This design comes from an exercise in tuning for small area on the open sky130 flow, not from production work.
The RTL of this run was laid out without a check of its function.
Power is estimated from default activity; no workload was simulated.

==> design.v <==
`default_nettype none
package perf_pkg;
    localparam int axil_addr_w = 32;
    localparam int axil_data_w = 32;
    localparam int axis_data_w = 64;
    localparam int buf_depth   = 16;
    localparam int buf_ptr_w   = 4;
    localparam int cnt_w       = 32;
    localparam logic [1:0] resp_okay   = 2'd0;
    localparam logic [1:0] resp_slverr = 2'd2;
    typedef enum logic [3:0] {
        reg_ctrl      = 4'd0,   
        reg_beat_num  = 4'd1,
        reg_pkt_num   = 4'd2,
        reg_status    = 4'd3,   
        reg_tx_cycles = 4'd4,
        reg_tx_beats  = 4'd5,
        reg_tx_pkts   = 4'd6,
        reg_rx_cycles = 4'd7,
        reg_rx_beats  = 4'd8,
        reg_rx_errs   = 4'd9,
        reg_rx_pkts   = 4'd10
    } perf_reg_e;
    typedef enum logic [1:0] {
        idle       = 2'd0,
        write_resp = 2'd1,
        read_data  = 2'd2
    } axil_state_e;
    typedef enum logic {
        run_idle   = 1'b0,
        run_active = 1'b1
    } run_state_e;
endpackage
`default_nettype wire
`default_nettype none
module axis_buf (
    input  wire logic                              clk,
    input  wire logic                              reset,
    input  wire logic                              s_tvalid,
    input  wire logic [perf_pkg::axis_data_w-1:0]  s_tdata,
    input  wire logic                              s_tlast,
    output logic                                   s_tready,
    output logic                                   m_tvalid,
    output logic [perf_pkg::axis_data_w-1:0]       m_tdata,
    output logic                                   m_tlast,
    input  wire logic                              m_tready
);
    logic [perf_pkg::axis_data_w:0]   mem [perf_pkg::buf_depth];   
    logic [perf_pkg::buf_ptr_w-1:0]   wr_ptr;
    logic [perf_pkg::buf_ptr_w-1:0]   rd_ptr;
    logic [perf_pkg::buf_ptr_w:0]     count;
    logic                   push;
    logic                   pop;
    assign s_tready          = (count != (perf_pkg::buf_ptr_w + 1)'(perf_pkg::buf_depth));
    assign m_tvalid          = (count != '0);
    assign {m_tlast, m_tdata} = mem[rd_ptr];
    assign push              = s_tvalid && s_tready;
    assign pop               = m_tvalid && m_tready;
    always_ff @(posedge clk) begin
        if (push)
            mem[wr_ptr] <= {s_tlast, s_tdata};
    end
    always_ff @(posedge clk) begin
        if (reset) begin
            wr_ptr <= '0;
            rd_ptr <= '0;
            count  <= '0;
        end else begin
            if (push)
                wr_ptr <= wr_ptr + 1'b1;   
            if (pop)
                rd_ptr <= rd_ptr + 1'b1;
            case ({push, pop})
                2'b10:   count <= count + 1'b1;
                2'b01:   count <= count - 1'b1;
                default: ;
            endcase
        end
    end
endmodule
`default_nettype wire
`default_nettype none
module perf_axil_regs (
    input  wire logic                                clk,
    input  wire logic                                reset,
    input  wire logic                                awvalid,
    output logic                                     awready,
    input  wire logic [perf_pkg::axil_addr_w-1:0]    awaddr,
    input  wire logic                                wvalid,
    output logic                                     wready,
    input  wire logic [perf_pkg::axil_data_w-1:0]    wdata,
    input  wire logic [perf_pkg::axil_data_w/8-1:0]  wstrb,
    output logic                                     bvalid,
    input  wire logic                                bready,
    output logic [1:0]                               bresp,
    input  wire logic                                arvalid,
    output logic                                     arready,
    input  wire logic [perf_pkg::axil_addr_w-1:0]    araddr,
    output logic                                     rvalid,
    input  wire logic                                rready,
    output logic [perf_pkg::axil_data_w-1:0]         rdata,
    output logic [1:0]                               rresp,
    output logic                                     start,
    output logic [perf_pkg::cnt_w-1:0]               beat_num,
    output logic [perf_pkg::cnt_w-1:0]               pkt_num,
    input  wire logic                                tx_busy,
    input  wire logic                                rx_busy,
    input  wire logic [perf_pkg::cnt_w-1:0]          tx_cycles,
    input  wire logic [perf_pkg::cnt_w-1:0]          tx_beats,
    input  wire logic [perf_pkg::cnt_w-1:0]          tx_pkts,
    input  wire logic [perf_pkg::cnt_w-1:0]          rx_cycles,
    input  wire logic [perf_pkg::cnt_w-1:0]          rx_beats,
    input  wire logic [perf_pkg::cnt_w-1:0]          rx_errs,
    input  wire logic [perf_pkg::cnt_w-1:0]          rx_pkts
);
    perf_pkg::axil_state_e              state;
    logic                     aw_held;
    logic                     w_held;
    logic [perf_pkg::axil_addr_w-1:0]   aw_addr_q;
    logic [perf_pkg::axil_data_w-1:0]   w_data_q;
    logic [perf_pkg::axil_data_w/8-1:0] w_strb_q;
    logic                     aw_hs;
    logic                     w_hs;
    logic                     ar_hs;
    logic                     wr_go;
    logic [perf_pkg::axil_addr_w-1:0]   wr_addr;
    logic [perf_pkg::axil_data_w-1:0]   wr_data;
    logic [perf_pkg::axil_data_w/8-1:0] wr_strb;
    perf_pkg::perf_reg_e                wr_reg;
    perf_pkg::perf_reg_e                rd_reg;
    logic                     wr_in_map;
    logic                     rd_in_map;
    logic [perf_pkg::axil_data_w-1:0]   rd_val;
    function automatic logic [perf_pkg::cnt_w-1:0] merge_bytes(
        input logic [perf_pkg::cnt_w-1:0]         old_val,
        input logic [perf_pkg::axil_data_w-1:0]   new_val,
        input logic [perf_pkg::axil_data_w/8-1:0] strb
    );
        logic [perf_pkg::cnt_w-1:0] res;
        res = old_val;
        for (int i = 0; i < perf_pkg::axil_data_w / 8; i++) begin
            if (strb[i])
                res[8*i +: 8] = new_val[8*i +: 8];
        end
        merge_bytes = res;
    endfunction
    assign awready = (state == perf_pkg::idle) && !aw_held;
    assign wready  = (state == perf_pkg::idle) && !w_held;
    assign arready = (state == perf_pkg::idle) && !aw_held && !w_held && !awvalid && !wvalid;   
    assign bvalid  = (state == perf_pkg::write_resp);
    assign rvalid  = (state == perf_pkg::read_data);
    assign aw_hs = awvalid && awready;
    assign w_hs  = wvalid && wready;
    assign ar_hs = arvalid && arready;
    assign wr_go = (aw_held || aw_hs) && (w_held || w_hs);
    assign wr_addr = aw_held ? aw_addr_q : awaddr;
    assign wr_data = w_held ? w_data_q : wdata;
    assign wr_strb = w_held ? w_strb_q : wstrb;
    assign wr_reg    = perf_pkg::perf_reg_e'(wr_addr[5:2]);
    assign rd_reg    = perf_pkg::perf_reg_e'(araddr[5:2]);
    assign wr_in_map = (wr_addr[perf_pkg::axil_addr_w-1:6] == '0) && (wr_reg <= perf_pkg::reg_pkt_num);
    assign rd_in_map = (araddr[perf_pkg::axil_addr_w-1:6] == '0) && (rd_reg <= perf_pkg::reg_rx_pkts);
    always_comb begin
        case (rd_reg)
            perf_pkg::reg_beat_num:  rd_val = beat_num;
            perf_pkg::reg_pkt_num:   rd_val = pkt_num;
            perf_pkg::reg_status:    rd_val = {{(perf_pkg::axil_data_w-2){1'b0}}, rx_busy, tx_busy};
            perf_pkg::reg_tx_cycles: rd_val = tx_cycles;
            perf_pkg::reg_tx_beats:  rd_val = tx_beats;
            perf_pkg::reg_tx_pkts:   rd_val = tx_pkts;
            perf_pkg::reg_rx_cycles: rd_val = rx_cycles;
            perf_pkg::reg_rx_beats:  rd_val = rx_beats;
            perf_pkg::reg_rx_errs:   rd_val = rx_errs;
            perf_pkg::reg_rx_pkts:   rd_val = rx_pkts;
            default:       rd_val = '0;   
        endcase
    end
    always_ff @(posedge clk) begin
        if (reset) begin
            state    <= perf_pkg::idle;
            aw_held  <= 1'b0;
            w_held   <= 1'b0;
            start    <= 1'b0;
            beat_num <= '0;
            pkt_num  <= '0;
            bresp    <= perf_pkg::resp_okay;
            rdata    <= '0;
            rresp    <= perf_pkg::resp_okay;
        end else begin
            start <= 1'b0;
            case (state)
                perf_pkg::idle: begin
                    if (wr_go) begin
                        aw_held <= 1'b0;
                        w_held  <= 1'b0;
                        state   <= perf_pkg::write_resp;
                        bresp   <= wr_in_map ? perf_pkg::resp_okay : perf_pkg::resp_slverr;
                        if (wr_in_map) begin
                            case (wr_reg)
                                perf_pkg::reg_ctrl:     start <= wr_strb[0] && wr_data[0]
                                                       && !tx_busy && !rx_busy;
                                perf_pkg::reg_beat_num: beat_num <= merge_bytes(beat_num, wr_data, wr_strb);
                                perf_pkg::reg_pkt_num:  pkt_num <= merge_bytes(pkt_num, wr_data, wr_strb);
                                default:      ;
                            endcase
                        end
                    end else begin
                        if (aw_hs) begin
                            aw_held   <= 1'b1;
                            aw_addr_q <= awaddr;
                        end
                        if (w_hs) begin
                            w_held   <= 1'b1;
                            w_data_q <= wdata;
                            w_strb_q <= wstrb;
                        end
                        if (ar_hs) begin
                            state <= perf_pkg::read_data;
                            rdata <= rd_in_map ? rd_val : '0;
                            rresp <= rd_in_map ? perf_pkg::resp_okay : perf_pkg::resp_slverr;
                        end
                    end
                end
                perf_pkg::write_resp: if (bready) state <= perf_pkg::idle;
                perf_pkg::read_data:  if (rready) state <= perf_pkg::idle;
                default:    state <= perf_pkg::idle;
            endcase
        end
    end
endmodule
`default_nettype wire
`default_nettype none
module perf_tx_gen (
    input  wire logic                              clk,
    input  wire logic                              reset,
    input  wire logic                              start,
    input  wire logic [perf_pkg::cnt_w-1:0]        beat_num,
    input  wire logic [perf_pkg::cnt_w-1:0]        pkt_num,
    output logic                                   gen_tvalid,
    output logic [perf_pkg::axis_data_w-1:0]       gen_tdata,
    output logic                                   gen_tlast,
    input  wire logic                              gen_tready,
    output logic                                   tx_busy,
    output logic [perf_pkg::cnt_w-1:0]             tx_cycles,
    output logic [perf_pkg::cnt_w-1:0]             tx_beats,
    output logic [perf_pkg::cnt_w-1:0]             tx_pkts
);
    perf_pkg::run_state_e       state;
    logic [perf_pkg::cnt_w-1:0] pkt_idx;
    logic [perf_pkg::cnt_w-1:0] beat_idx;
    logic             first_seen;   
    logic             hs;
    assign gen_tvalid = (state == perf_pkg::run_active);
    assign gen_tdata  = {pkt_idx, beat_idx};   
    assign gen_tlast  = (beat_idx == beat_num - 1'b1);
    assign tx_busy    = (state == perf_pkg::run_active);
    assign hs         = gen_tvalid && gen_tready;
    always_ff @(posedge clk) begin
        if (reset) begin
            state      <= perf_pkg::run_idle;
            pkt_idx    <= '0;
            beat_idx   <= '0;
            first_seen <= 1'b0;
            tx_cycles  <= '0;
            tx_beats   <= '0;
            tx_pkts    <= '0;
        end else if (start) begin
            if (beat_num != '0 && pkt_num != '0)
                state <= perf_pkg::run_active;
            pkt_idx    <= '0;
            beat_idx   <= '0;
            first_seen <= 1'b0;
            tx_cycles  <= '0;
            tx_beats   <= '0;
            tx_pkts    <= '0;
        end else if (state == perf_pkg::run_active) begin
            if (hs || first_seen)
                tx_cycles <= tx_cycles + 1'b1;
            if (hs) begin
                first_seen <= 1'b1;
                tx_beats   <= tx_beats + 1'b1;
                if (gen_tlast) begin
                    beat_idx <= '0;
                    pkt_idx  <= pkt_idx + 1'b1;
                    tx_pkts  <= tx_pkts + 1'b1;
                    if (pkt_idx == pkt_num - 1'b1)
                        state <= perf_pkg::run_idle;   
                end else begin
                    beat_idx <= beat_idx + 1'b1;
                end
            end
        end
    end
endmodule
`default_nettype wire
`default_nettype none
module perf_rx_check (
    input  wire logic                              clk,
    input  wire logic                              reset,
    input  wire logic                              start,
    input  wire logic [perf_pkg::cnt_w-1:0]        beat_num,
    input  wire logic [perf_pkg::cnt_w-1:0]        pkt_num,
    input  wire logic                              chk_tvalid,
    input  wire logic [perf_pkg::axis_data_w-1:0]  chk_tdata,
    input  wire logic                              chk_tlast,
    output logic                                   chk_tready,
    output logic                                   rx_busy,
    output logic [perf_pkg::cnt_w-1:0]             rx_cycles,
    output logic [perf_pkg::cnt_w-1:0]             rx_beats,
    output logic [perf_pkg::cnt_w-1:0]             rx_errs,
    output logic [perf_pkg::cnt_w-1:0]             rx_pkts
);
    perf_pkg::run_state_e       state;
    logic [perf_pkg::cnt_w-1:0] exp_pkt;
    logic [perf_pkg::cnt_w-1:0] exp_beat;
    logic             exp_last;
    logic             first_seen;
    logic             beat;
    logic             mismatch;
    assign chk_tready = 1'b1;   
    assign rx_busy    = (state == perf_pkg::run_active);
    assign beat       = chk_tvalid && (state == perf_pkg::run_active);
    assign exp_last   = (exp_beat == beat_num - 1'b1);
    assign mismatch   = (chk_tdata != {exp_pkt, exp_beat}) || (chk_tlast != exp_last);
    always_ff @(posedge clk) begin
        if (reset) begin
            state      <= perf_pkg::run_idle;
            exp_pkt    <= '0;
            exp_beat   <= '0;
            first_seen <= 1'b0;
            rx_cycles  <= '0;
            rx_beats   <= '0;
            rx_errs    <= '0;
            rx_pkts    <= '0;
        end else if (start) begin
            if (beat_num != '0 && pkt_num != '0)
                state <= perf_pkg::run_active;
            exp_pkt    <= '0;
            exp_beat   <= '0;
            first_seen <= 1'b0;
            rx_cycles  <= '0;
            rx_beats   <= '0;
            rx_errs    <= '0;
            rx_pkts    <= '0;
        end else if (state == perf_pkg::run_active) begin
            if (beat || first_seen)
                rx_cycles <= rx_cycles + 1'b1;
            if (beat) begin
                first_seen <= 1'b1;
                rx_beats   <= rx_beats + 1'b1;
                if (mismatch)
                    rx_errs <= rx_errs + 1'b1;
                if (exp_last) begin
                    exp_beat <= '0;
                    exp_pkt  <= exp_pkt + 1'b1;
                end else begin
                    exp_beat <= exp_beat + 1'b1;
                end
                if (chk_tlast) begin
                    rx_pkts <= rx_pkts + 1'b1;
                    if (rx_pkts == pkt_num - 1'b1)
                        state <= perf_pkg::run_idle;
                end
            end
        end
    end
endmodule
`default_nettype wire
`default_nettype none
module perf_mon_top (
    input  wire logic                                clk,
    input  wire logic                                reset,
    input  wire logic                                awvalid,
    output logic                                     awready,
    input  wire logic [perf_pkg::axil_addr_w-1:0]    awaddr,
    input  wire logic                                wvalid,
    output logic                                     wready,
    input  wire logic [perf_pkg::axil_data_w-1:0]    wdata,
    input  wire logic [perf_pkg::axil_data_w/8-1:0]  wstrb,
    output logic                                     bvalid,
    input  wire logic                                bready,
    output logic [1:0]                               bresp,
    input  wire logic                                arvalid,
    output logic                                     arready,
    input  wire logic [perf_pkg::axil_addr_w-1:0]    araddr,
    output logic                                     rvalid,
    input  wire logic                                rready,
    output logic [perf_pkg::axil_data_w-1:0]         rdata,
    output logic [1:0]                               rresp,
    output logic                                     tx_tvalid,
    output logic [perf_pkg::axis_data_w-1:0]         tx_tdata,
    output logic                                     tx_tlast,
    input  wire logic                                tx_tready,
    input  wire logic                                rx_tvalid,
    input  wire logic [perf_pkg::axis_data_w-1:0]    rx_tdata,
    input  wire logic                                rx_tlast,
    output logic                                     rx_tready
);
    logic                   start;
    logic [perf_pkg::cnt_w-1:0]       beat_num;
    logic [perf_pkg::cnt_w-1:0]       pkt_num;
    logic                   tx_busy;
    logic                   rx_busy;
    logic [perf_pkg::cnt_w-1:0]       tx_cycles;
    logic [perf_pkg::cnt_w-1:0]       tx_beats;
    logic [perf_pkg::cnt_w-1:0]       tx_pkts;
    logic [perf_pkg::cnt_w-1:0]       rx_cycles;
    logic [perf_pkg::cnt_w-1:0]       rx_beats;
    logic [perf_pkg::cnt_w-1:0]       rx_errs;
    logic [perf_pkg::cnt_w-1:0]       rx_pkts;
    logic                   gen_tvalid;
    logic [perf_pkg::axis_data_w-1:0] gen_tdata;
    logic                   gen_tlast;
    logic                   gen_tready;
    logic                   chk_tvalid;
    logic [perf_pkg::axis_data_w-1:0] chk_tdata;
    logic                   chk_tlast;
    logic                   chk_tready;
    perf_axil_regs u_regs (
        .clk,
        .reset,
        .awvalid,
        .awready,
        .awaddr,
        .wvalid,
        .wready,
        .wdata,
        .wstrb,
        .bvalid,
        .bready,
        .bresp,
        .arvalid,
        .arready,
        .araddr,
        .rvalid,
        .rready,
        .rdata,
        .rresp,
        .start,
        .beat_num,
        .pkt_num,
        .tx_busy,
        .rx_busy,
        .tx_cycles,
        .tx_beats,
        .tx_pkts,
        .rx_cycles,
        .rx_beats,
        .rx_errs,
        .rx_pkts
    );
    perf_tx_gen u_gen (
        .clk,
        .reset,
        .start,
        .beat_num,
        .pkt_num,
        .gen_tvalid,
        .gen_tdata,
        .gen_tlast,
        .gen_tready,
        .tx_busy,
        .tx_cycles,
        .tx_beats,
        .tx_pkts
    );
    axis_buf u_tx_buf (
        .clk      (clk),
        .reset    (reset),
        .s_tvalid (gen_tvalid),
        .s_tdata  (gen_tdata),
        .s_tlast  (gen_tlast),
        .s_tready (gen_tready),
        .m_tvalid (tx_tvalid),
        .m_tdata  (tx_tdata),
        .m_tlast  (tx_tlast),
        .m_tready (tx_tready)
    );
    axis_buf u_rx_buf (
        .clk      (clk),
        .reset    (reset),
        .s_tvalid (rx_tvalid),
        .s_tdata  (rx_tdata),
        .s_tlast  (rx_tlast),
        .s_tready (rx_tready),
        .m_tvalid (chk_tvalid),
        .m_tdata  (chk_tdata),
        .m_tlast  (chk_tlast),
        .m_tready (chk_tready)
    );
    perf_rx_check u_chk (
        .clk,
        .reset,
        .start,
        .beat_num,
        .pkt_num,
        .chk_tvalid,
        .chk_tdata,
        .chk_tlast,
        .chk_tready,
        .rx_busy,
        .rx_cycles,
        .rx_beats,
        .rx_errs,
        .rx_pkts
    );
endmodule
`default_nettype wire
==> run.sh <==
#!/bin/bash
# synth_recipe.tcl (not shown) runs the flow's synth.tcl, then flattens the netlist and writes it again
# the make line also repeats each setting of config.mk as NAME=value (left out here)
make -C /OpenROAD-flow-scripts/flow DESIGN_CONFIG=/design/flow/config.mk WORK_HOME=/design/flow/orfs CLKGATE_MAP_FILE= SYNTH_SCRIPT=/design/flow/synth_recipe.tcl finish
==> config.mk <==
export PLATFORM = sky130hd
export DESIGN_NAME = perf_mon_top
export DESIGN_NICKNAME = perf_mon_top
export VERILOG_FILES = /design/flow/design.v
export SDC_FILE = /design/flow/constraint.sdc
export NUM_CORES = 4
export LEC_CHECK = 0
export CAP_MARGIN = 20
export CORE_MARGIN = 2
export CORE_UTILIZATION = 40
export SLEW_MARGIN = 20
==> constraint.sdc <==
create_clock -name core_clock -period 6.0 [get_ports {clk}]
set_input_delay 1.2000 -clock core_clock [delete_from_list [all_inputs] [get_ports {clk}]]
set_output_delay 1.2000 -clock core_clock [all_outputs]
set_load 0.01 [all_outputs]
==> impl_metrics.csv <==
group,metric,value,unit
final_layout,final_cell_mix,"edfxtp_1, mux4_2, nor2_1",
pwr,vdd_drop_max,0.000357,V
clock_tree,cts.sinks,2639,
routing,vias,60748,
final_layout,final_cell_count_no_fill,10700,
routing,vias_per_cell,5.68,
sta,slew_headroom,23.8,%
critical_path,cp_max_fo,19,
logic_synthesis,ys_ff_latch,2639,
sta,period_needed,5.07,ns
logic_synthesis,syn_area_per_cell,16.5,µm²
pwr,p_per_area,328,mW/mm²
global_route,grt_antenna_before_repair,23,
floorplan,pin_count,282,
final_layout,nets,7130,
final_layout,fill_cells,22704,
final_layout,drive_above_1_share,17.8,%
final_layout,final_util,46.6,%
sta,drv_slew,0,
critical_path,reg2reg_from,"u_regs.beat_num[7]$_SDFFE_PP0P_",
placement,portBuffers,275,
clock_tree,cts_resized,0,
global_route,grt_remaining_overflow,0,
critical_path,startpoint,"u_regs.beat_num[7]$_SDFFE_PP0P_",
logic_synthesis,yosys.area.top_type_share,59.6,%
floorplan,die_y,524,µm
routing,dr.pass1.iters,6,
logic_synthesis,ys_async_sr_fraction,0,%
critical_path,critPathKind,"flip-flop to flip-flop",
critical_path,start_kind,"flip-flop",
min_path,hp-start,"u_chk.first_seen$_SDFFE_PP0P_",
sta,finalSetupViolCount,0,
logic_synthesis,ys.warnings.count,4,
floorplan,die_w,524,µm
sta,tightest_slew,1.14,ns
global_route,grt_pass1_wl,419000,µm
pwr,leakage,0.0396,µW
routing,drt_wl_total,291000,µm
clock_tree,ctsHoldBuffers,0,
floorplan,die-area,0.274,mm²
floorplan,placementRows,190,
placement,placedCellCount,10183,
clock_tree,cts_tree,"yes",
final_layout,area_delta_synth_final,15.6,%
logic_synthesis,synth_edf_count,2146,
global_route,grt_pass1_vias,60624,
routing,drt_iter0_drc,6296,
placement,post_dp_cell_area,0.116,mm²
clock_tree,cts.clk_slew.worst_paths,0.07,ns
sta,finalCritPeriodShare,84.5,%
logic_synthesis,netlist_area,0.108,mm²
floorplan,start_util,40.3,%
clock_tree,clk_latency,0.86,ns
logic_synthesis,synth_top_area_cell,"edfxtp_1",
logic_synthesis,synth_cell_types,87,
min_path,hp-class,"flip-flop to flip-flop",
sta,fmax,197,MHz
clock_tree,htree_num_levels,5,
clock_tree,post_cts_buffers,0,
routing,drtAntennaViolNets,0,
routing,routedWlPerCell,27.2,µm
clock_tree,clock_path_buffers,4,
logic_synthesis,yosys_most_used_dff,"edfxtp_1",
routing,drc,0,
critical_path,required,6.74,ns
outcome,status,"finished clean",
logic_synthesis,ys_seq_area_share,68.7,%
final_layout,mostFrequentLayoutCell,"edfxtp_1",
final_layout,fin_area,0.125,mm²
critical_path,critical_path.endpoint_type,"flip-flop",
final_layout,reg.largest.list,"u_rx_buf.mem x1040, u_tx_buf.mem x1040",
global_route,grt_max_degree,86,
logic_synthesis,synth_cells,6540,
placement,gp_congestion,0.888,
floorplan,core_area,0.268,mm²
run,maxCapViolCount,0,
sta,skew,0.0557,ns
clock_tree,root_buffer,"clkbuf_16",
global_route,grt_use_total,20.8,%
sta,rsz0062_at_grt,"no",
critical_path,crit_arrival,5.81,ns
logic_synthesis,synth_area_leaders,"edfxtp_1, mux4_2, dfxtp_1",
sta,hold_viol_final,0,
placement,place_hpwl,178000,µm
clock_tree,cts_buffers,289,
==> worst max-delay path: stages, from the launching register on <==
cell	delay, ns
dfxtp_1	0.44
nor4_4	0.61
nand3_1	0.48
or3_1	0.67
nor4b_1	0.31
o21ba_2	0.21
a2111oi_2	0.51
and4_4	0.43
nand4_2	0.56
or3_1	0.56
a21oi_1	0.17
==> stage by stage <==
step                setup slack, ns  TNS [ns]  power (µW)  hold slack [ns]
floorplan                    -0.700   -136.41       23000            0.441
global placement              0.631         0       24300            0.450
detailed placement            0.881         0       24400            0.463
CTS                           0.857         0       41400            0.475
global route                  0.556         0       42300            0.503
finish                        0.928         0       41000            0.471
==> where the power goes <==
part	internal [µW]	switching (µW)	total [µW]
combinational	1690	2160	3860
clock	10000	7030	17100
sequential	19900	189	20100
total	31600	9390	41000
==> final cells by class <==
cell class | instances | area [µm²] | share of cell area, %
antenna | 9 | 22.5 | 0.0180
tap | 3552 | 4440 | 3.56
sequential | 2639 | 74300 | 59.5
multi-input combinational | 3475 | 32400 | 25.9
inverter | 61 | 229 | 0.183
clock inverter | 133 | 1200 | 0.961
timing repair buffer | 456 | 4540 | 3.63
clock buffer | 375 | 7800 | 6.25
==> per-layer routing <==
metal	part of all wire (%)	wire, µm	up-vias	GRT usage [%]
met5	0.039	114	-	0
met4	4.1	12000	18	8.10
met3	6.6	19100	490	3.01
li1	-	-	26386	-
met2	48	139000	2160	33.8
met1	41	120000	31694	28.4
==> path summary, 6_finish.rpt <==
check / end / slack [ns] / cells after the start
worst max-delay path: u_gen.tx_pkts[28]$_SDFFE_PP0P_ / 0.93 / 10
worst min-delay path: u_chk.first_seen$_SDFFE_PP0P_ / 0.47 / 2
worst max register to register: u_gen.tx_pkts[28]$_SDFFE_PP0P_ / 0.93 / 10
worst min register to register: u_chk.first_seen$_SDFFE_PP0P_ / 0.47 / 2
==> synth_stat cells (30+ instances only) <==
master / n
edfxtp_1: 2146
nor2_1: 551
mux4_2: 544
dfxtp_1: 493
xor2_1: 313
xnor2_1: 263
mux2i_1: 249
nand2_1: 243
clkbuf_1: 241
nand3_1: 122
a21oi_1: 116
nand4_1: 116
or3_1: 90
o21ai_0: 84
nor3_1: 74
and3_1: 67
inv_1: 58
buf_2: 54
nor4_1: 54
mux2_2: 49
a221oi_1: 48
a22oi_1: 47
buf_1: 47
a31oi_1: 39
a22o_1: 38
ha_1: 32
a222oi_1: 31
and4_1: 30
==> cells by family after synthesis <==
group	synth area share (%)
xor+xnor	4.81
flops	68.7
mux	14.1
other cells	0.00347
buf+inv	1.64
fa+ha+maj	0.407
compound gates	3.29
simple gates	6.96

-- static timing again, ports no longer ideal --
Ports are ideal in the flow. The routed layout listed here was re-timed in OpenROAD. Step 1 assumes that a clkbuf_16 drives the clock port and a buf_2 every other input. Step 2 adds t to the input delays and takes it off the output delays; t is the mean of the earliest and latest rising clock arrival at the registers after step 1. Input paths then give back, and output paths get back, about the clock's delay inside the block. a / b / c = no drivers / after step 1 / after step 2; a / b = the first two.
t (ns): 0.916
slack for setup (ns): 0.928 / 0.928 / 0.928
worst hold slack (ns): 0.471 / 0.471 / 0.471
slew at the worst register clock pin (ns): 0.07 / 0.07
worst data-port slew with drivers (ns): 0.23
After both steps setup and hold are still met in this run. The setup slack of this run moves by 0.000 ns with the drivers and by 0.000 ns with both steps.
